From an optimization exercise on the open Yosys and OpenROAD flow, aimed at small area, a short achievable clock period and few clock cycles per item; shortcuts taken in it are not production practice. The RTL was checked by simulation tests, not by an equivalence proof against the original design. Power is estimated from default activity; no workload was simulated.

**config.mk**
```make
export PLATFORM = sky130hd
export DESIGN_NAME = muldiv_seq
export DESIGN_NICKNAME = muldiv_seq
export VERILOG_FILES = /design/flow/design.v
export SDC_FILE = /design/flow/constraint.sdc
export NUM_CORES = 4
export LEC_CHECK = 0
export CAP_MARGIN = 20
export CORE_MARGIN = 2
export CORE_UTILIZATION = 40
export SLEW_MARGIN = 20
```
**constraint.sdc**
```tcl
create_clock -name core_clock -period 7.0 [get_ports {clk}]
set_input_delay 1.4000 -clock core_clock [delete_from_list [all_inputs] [get_ports {clk}]]
set_output_delay 1.4000 -clock core_clock [all_outputs]
set_load 0.01 [all_outputs]
```
**design.v**
```verilog
module muldiv_seq #(
    parameter int XLEN = 64
) (
    input  logic            clk,
    input  logic            reset,
    input  logic            start_i,
    input  logic [3:0]      op_i,
    input  logic [XLEN-1:0] a_i,
    input  logic [XLEN-1:0] b_i,
    input  logic            flush_i,
    input  logic            ack_i,
    output logic            busy_o,
    output logic            stall_o,
    output logic            done_o,
    output logic [XLEN-1:0] result_o,
    output logic [1:0]      dbg_state_o
);
    localparam int CW = $clog2(XLEN) + 1;
    typedef enum logic [1:0] {
        S_IDLE = 2'd0,
        S_CALC = 2'd1,
        S_DONE = 2'd2
    } state_t;
    state_t state_q, state_d;
    logic [XLEN-1:0] acc_q, acc_d;
    logic [XLEN-1:0] opa_q, opa_d;
    logic [XLEN-1:0] opb_q, opb_d;
    logic [XLEN-1:0] prem_q, prem_d;
    logic [CW-1:0]   cnt_q, cnt_d;
    logic [XLEN-1:0] result_q, result_d;
    logic            mul_q, mul_d;
    logic            w_q, w_d;
    logic            rem_sel_q, rem_sel_d;
    logic            negq_q, negq_d;
    logic            negr_q, negr_d;
    function automatic logic [XLEN-1:0] sext32(input logic [31:0] v);
        sext32 = {{(XLEN-32){v[31]}}, v};
    endfunction
    logic            accept;
    logic            dec_mul, dec_w, dec_signed, dec_rem, dec_legal;
    logic [XLEN-1:0] a_ext, b_ext, a_abs, b_abs, min_neg;
    logic            a_neg, b_neg, div_zero, ovf, special;
    logic [XLEN-1:0] special_res;
    always_comb begin
        accept     = (state_q == S_IDLE) && start_i && !flush_i;
        dec_mul    = (op_i == 4'd0) || (op_i == 4'd1);
        dec_w      = (op_i == 4'd1) || (op_i == 4'd6) || (op_i == 4'd7) ||
                     (op_i == 4'd8) || (op_i == 4'd9);
        dec_signed = (op_i == 4'd2) || (op_i == 4'd4) || (op_i == 4'd6) || (op_i == 4'd8);
        dec_rem    = (op_i == 4'd4) || (op_i == 4'd5) || (op_i == 4'd8) || (op_i == 4'd9);
        dec_legal  = (op_i <= 4'd9);
        if (dec_w) begin
            a_ext = dec_signed ? sext32(a_i[31:0]) : {{(XLEN-32){1'b0}}, a_i[31:0]};
            b_ext = dec_signed ? sext32(b_i[31:0]) : {{(XLEN-32){1'b0}}, b_i[31:0]};
        end else begin
            a_ext = a_i;
            b_ext = b_i;
        end
        a_neg = dec_signed && a_ext[XLEN-1];
        b_neg = dec_signed && b_ext[XLEN-1];
        a_abs = a_neg ? -a_ext : a_ext;
        b_abs = b_neg ? -b_ext : b_ext;
        min_neg  = dec_w ? sext32(32'h8000_0000) : {1'b1, {(XLEN-1){1'b0}}};
        div_zero = !dec_mul && (b_ext == '0);
        ovf      = !dec_mul && dec_signed && (a_ext == min_neg) && (b_ext == '1);
        special  = !dec_legal || div_zero || ovf;
        if (!dec_legal) begin
            special_res = '0;
        end else if (div_zero) begin
            special_res = dec_rem ? (dec_w ? sext32(a_ext[31:0]) : a_ext) : '1;
        end else begin
            special_res = dec_rem ? '0 : a_ext;
        end
    end
    logic [XLEN:0]   shifted, diff;
    logic            qbit;
    logic [XLEN-1:0] it_acc, it_opa, it_opb, it_prem;
    logic [XLEN-1:0] q_fix, r_fix, raw_res, final_res;
    always_comb begin
        shifted = {prem_q, acc_q[XLEN-1]};
        diff    = shifted - {1'b0, opb_q};
        qbit    = !diff[XLEN];
        if (mul_q) begin
            it_acc  = acc_q + (opa_q[0] ? opb_q : '0);
            it_opb  = opb_q << 1;
            it_prem = prem_q;
        end else begin
            it_acc  = {acc_q[XLEN-2:0], qbit};
            it_opb  = opb_q;
            it_prem = qbit ? diff[XLEN-1:0] : shifted[XLEN-1:0];
        end
        it_opa = opa_q >> 1;
        q_fix     = negq_q ? -it_acc : it_acc;
        r_fix     = negr_q ? -it_prem : it_prem;
        raw_res   = mul_q ? it_acc : (rem_sel_q ? r_fix : q_fix);
        final_res = w_q ? sext32(raw_res[31:0]) : raw_res;
    end
    always_comb begin
        acc_d     = acc_q;
        opa_d     = opa_q;
        opb_d     = opb_q;
        prem_d    = prem_q;
        cnt_d     = cnt_q;
        result_d  = result_q;
        mul_d     = mul_q;
        w_d       = w_q;
        rem_sel_d = rem_sel_q;
        negq_d    = negq_q;
        negr_d    = negr_q;
        if (accept) begin
            mul_d     = dec_mul;
            w_d       = dec_w;
            rem_sel_d = dec_rem;
            negq_d    = a_neg ^ b_neg;
            negr_d    = a_neg;
            prem_d    = '0;
            cnt_d     = dec_w ? CW'(32) : CW'(XLEN);
            if (dec_mul) begin
                acc_d = '0;
                opb_d = a_ext;
                opa_d = b_ext;
            end else begin
                acc_d = dec_w ? {a_abs[31:0], {(XLEN-32){1'b0}}} : a_abs;
                opb_d = b_abs;
                opa_d = '0;
            end
            if (special) begin
                result_d = special_res;
                cnt_d    = '0;
            end
        end else if (state_q == S_CALC) begin
            if (flush_i) begin
                cnt_d = '0;
            end else begin
                acc_d  = it_acc;
                opa_d  = it_opa;
                opb_d  = it_opb;
                prem_d = it_prem;
                cnt_d  = cnt_q - CW'(1);
                if (cnt_q == CW'(1)) begin
                    result_d = final_res;
                end
            end
        end
    end
    always_ff @(posedge clk) begin
        if (!reset) begin
            state_q   <= S_IDLE;
            acc_q     <= '0;
            opa_q     <= '0;
            opb_q     <= '0;
            prem_q    <= '0;
            cnt_q     <= '0;
            result_q  <= '0;
            mul_q     <= 1'b0;
            w_q       <= 1'b0;
            rem_sel_q <= 1'b0;
            negq_q    <= 1'b0;
            negr_q    <= 1'b0;
        end else begin
            state_q   <= state_d;
            acc_q     <= acc_d;
            opa_q     <= opa_d;
            opb_q     <= opb_d;
            prem_q    <= prem_d;
            cnt_q     <= cnt_d;
            result_q  <= result_d;
            mul_q     <= mul_d;
            w_q       <= w_d;
            rem_sel_q <= rem_sel_d;
            negq_q    <= negq_d;
            negr_q    <= negr_d;
        end
    end
    always_comb begin
        state_d = state_q;
        case (state_q)
            S_IDLE: begin
                if (accept) begin
                    state_d = special ? S_DONE : S_CALC;
                end
            end
            S_CALC: begin
                if (flush_i) begin
                    state_d = S_IDLE;
                end else if (cnt_q == CW'(1)) begin
                    state_d = S_DONE;
                end
            end
            S_DONE: begin
                if (flush_i || ack_i) begin
                    state_d = S_IDLE;
                end
            end
            default: state_d = S_IDLE;
        endcase
    end
    always_comb begin
        busy_o      = (state_q != S_IDLE);
        stall_o     = accept || (state_q == S_CALC);
        done_o      = (state_q == S_DONE);
        result_o    = result_q;
        dbg_state_o = state_q;
    end
endmodule
```
**run.sh**
```bash
#!/bin/bash
# synth_recipe.tcl (not shown) runs the flow's synth.tcl, then flattens the netlist and writes it again
# the make line also repeats each setting of config.mk as NAME=value (left out here)
make -C /OpenROAD-flow-scripts/flow DESIGN_CONFIG=/design/flow/config.mk WORK_HOME=/design/flow/orfs CLKGATE_MAP_FILE= SYNTH_SCRIPT=/design/flow/synth_recipe.tcl finish
```
==> impl_metrics.env <==
export IMPL_hold_class="reg2reg"
export IMPL_worst_path_buf_inv=6
export IMPL_port_buffers=205
export IMPL_crit_family="simple AND/OR/NAND/NOR gates"
export IMPL_cts_resized_gates=0
export IMPL_row_count=109
export IMPL_tightestPinTransition_ns=1.15
export IMPL_yosysWarnings=1
export IMPL_h_tree_depth=2
export IMPL_synth_top_area_share_pct=18.7
export IMPL_crit_required_ns=7.51
export IMPL_clock_root_buffer="clkbuf_16"
export IMPL_cts_buffers=43
export IMPL_hold_end="opa_q[38]"
export IMPL_leakage_nw=14.9
export IMPL_yosys_area_top_type="dfxtp_1"
export IMPL_start_util_pct=40.4
export IMPL_status="timing/DRC/antenna clean"
export IMPL_crit_slowest_cell="or4_1"
export IMPL_crit_path_frequent_cell="buf_4"
export IMPL_routed_wirelength_mm=183
export IMPL_hp_start="opa_q[38]"
export IMPL_startpoint_type="register"
export IMPL_cts_path_max_buffers=3
export IMPL_r2r_setup_slack_ns=0.35
export IMPL_syn_area_um2=35700
export IMPL_die_area_um2=91700
export IMPL_async_flop_share_pct=0
export IMPL_cts_hold_buf=0
export IMPL_max_slew_margin_pct=23.2
export IMPL_grt_pass1_vias=39429
export IMPL_finalHoldViolCount=0
export IMPL_whs_path_depth=2
export IMPL_vias=43133
export IMPL_drv_cap=0
export IMPL_path_cells="inv_1, ha_1, a21o_1, a21oi_1, nor4b_2, a2111oi_2, buf_4, nor4b_2, nor2_1, buf_4, nor2_4, buf_4, o311ai_1, buf_4, nand4bb_1, or4_1, a221oi_2, nand2_1, o21ai_1, buf_4, a31oi_1, o221a_2"
export IMPL_hpwl_mm=141
export IMPL_synthCells=5304
export IMPL_avgSynthCellArea_um2=6.74
export IMPL_crit_type="reg2reg"
export IMPL_core_region_area_um2=88500
export IMPL_drcViolationCount=0
export IMPL_synth_area_leaders="dfxtp_1 (19%), a21oi_1 (8.1%), o21ai_0 (7.5%)"
export IMPL_finalWeightedCongestion=1.03
export IMPL_cts_sinks=334
export IMPL_fmax_ghz=0.150
export IMPL_drt_pass1_iterations=6
export IMPL_insertion_delay_ns=0.63
export IMPL_grt_max_degree=150
export IMPL_final_layout_size_suffix_gt1_share_pct=7.29
export IMPL_final_setup_skew_ns=0.0386
export IMPL_reg2reg_from="opb_q[9]"
export IMPL_critPathMaxStageDelay_ns=0.76
export IMPL_path_clk_slew_ns=0.06
export IMPL_die_w_um=303
export IMPL_grt_ovfl_total=0
export IMPL_grt_pass1_wl_mm=265
export IMPL_synth_seq_area_share_pct=18.7
export IMPL_drv_slew=0
export IMPL_track_usage_pct=38.5
export IMPL_post_route_util_pct=46.1
export IMPL_crit_fanout=25
export IMPL_postRouteAntennaNets=0
export IMPL_critical_path_endpoint_type="register"
export IMPL_critPathArrivalTime_ns=7.16
export IMPL_antenna_found_initial=7
export IMPL_ys_types=110
export IMPL_p_per_area_nw_per_um2=175
export IMPL_setup_tns_ns=0
export IMPL_final_common_cell="nand2_1"
export IMPL_fp_dieH_um=303
export IMPL_synth_seq_cells=334
export IMPL_wl_per_cell_um=27.9
export IMPL_final_cell_mix="nand2_1 (690), a21oi_1 (579), o21ai_0 (531)"
export IMPL_reg2regPathDepth=22
export IMPL_setup_violations=0
export IMPL_drt_iter0_markers=5802
export IMPL_period_minus_slack_ns=6.65
export IMPL_vias_per_cell=6.58
export IMPL_post_cts_buffers=0
export IMPL_synthFlopType="dfxtp_1"
export IMPL_rsz0062_at_grt="false"
export IMPL_nFillCells=9220
export IMPL_synth_edf_count=0
export IMPL_syn2layout_area_growth_pct=14.2
export IMPL_cts_tree="built"
export IMPL_peakVddDrop_uv=169
export IMPL_fin_crit_sh_pct=95.0
export IMPL_r2r_end="result_q[40]"
export IMPL_io_pins=206
export IMPL_syn_nets=5577
export IMPL_fin_nets=5630
how the worst max path moves through the flow:
stage | startpoint | to | slack, ns | depth (start not counted)
2_1_floorplan | acc_q[63] | result_q[54] | 0.47 | 26
3_3_place_gp | opa_q[0] | result_q[43] | 0.34 | 19
3_5_place_dp | opb_q[13] | result_q[45] | 0.32 | 18
4_1_cts | opb_q[13] | result_q[45] | 0.30 | 18
5_1_grt | acc_q[63] | result_q[57] | 0.1 | 21
6_report | opb_q[9] | result_q[40] | 0.35 | 22
metal layers:
metal	GRT usage [%]	vias up	routed length (µm)
li1	-	19664	-
met1	52.7	20413	76500
met2	54.2	2616	72700
met3	12.4	438	23900
met4	18.2	2	10100
met5	0	-	13
final cells by class:
type                            count  area (µm²)  share of cell area, %
Sequential cell                   334        6690                   16.4
Clock buffer                       55        1200                   2.94
Antenna cell                        3        7.51                 0.0184
Timing Repair Buffer              409        3630                   8.90
Multi-Input combinational cell   4428       27000                   66.1
Inverter                          141         537                   1.32
Clock inverter                     21         317                  0.776
Tap cell                         1165        1460                   3.57
cell families after synthesis:
logic type	synth area share [%]
buffers and inverters	6.35
AOI/OAI and AO/OA	34.9
xor gates and xnor gates	6.91
DFF	18.7
muxes	2.85
and+or+nand+nor	25.4
adders and majority gates	4.83
sequential cells by signal (all words and copies together) (netlist names):
| signal | cells |
|---|---|
| w_q | 1 |
| negr_q | 1 |
| rem_sel_q | 1 |
| negq_q | 1 |
| opb_q | 64 |
| cnt_q | 7 |
| prem_q | 64 |
| state_q | 2 |
| result_q | 64 |
| mul_q | 1 |
| opa_q | 64 |
| acc_q | 64 |
cell usage after synthesis, types with 50 or more instances:
cell	instances
o21ai_0	533
a211oi_1	122
xnor2_1	159
o31ai_1	70
dfxtp_1	334
xor2_1	123
inv_1	137
mux2i_1	95
a311oi_1	57
and2_1	89
nand4_1	88
a31oi_1	105
nor4_1	55
nand2b_1	50
nand2_1	694
or3_1	54
nor2_1	487
a21oi_1	581
ha_1	134
nor3_1	109
a21o_1	64
clkbuf_1	319
o211ai_1	55
nand3_1	110
metrics by stage:
stage | hold WS (ns) | worst slack, ns | std cells | area (µm²) | total power, mW
after floorplan | 0.454 | 0.470 | 5304 | 35700 | 3.56
after CTS | 0.494 | 0.301 | 6553 | 40800 | 7.04
final | 0.489 | 0.352 | 6556 | 40800 | 7.14
after global placement | 0.472 | 0.343 | 6477 | 39200 | 4.60
after global routing | 0.512 | 0.0994 | 6555 | 40800 | 7.36
after detailed placement | 0.480 | 0.321 | 6477 | 39200 | 4.59
worst min-delay path: cells and delay by family (launching register included):
family	cells	cell delay (ns)
and+or+nand+nor	1	0.05
AOI/OAI and AO/OA	1	0.08
DFF	1	0.31
report_power, final:
group | internal [mW] | total [mW] | switching, mW
registers | 1.99 | 2.17 | 0.173
clock network | 1.44 | 2.45 | 1.01
logic | 0.842 | 2.52 | 1.68
total | 4.28 | 7.14 | 2.87
Testbench counts, summed over its fixed seeds: cycles 101,792, ops 1,920.

port drivers added, routing unchanged:
In the flow no input, the clock included, has a driving cell. The finished layout below was timed again as built, in two steps.
Step 1 assumes that a clkbuf_16 drives the clock port and a buf_2 every other input.
Step 2 adds t to the input delays and takes it off the output delays; t is the mean of the earliest and latest rising clock arrival at the registers after step 1. Input paths then give back, and output paths get back, about the clock's delay inside the block.
a / b / c = no drivers / after step 1 / after step 2; a / b = the first two.
t, ns: 0.675
slack for setup (ns): 0.352 / 0.352 / 0.352
clock arrival spread, ns: 0.038 / 0.039
worst slew at a driven data input, ns: 0.08
After both steps this run still meets setup and hold. For this run, drivers alone change the setup slack by 0.000 ns; drivers and shift together by 0.000 ns.
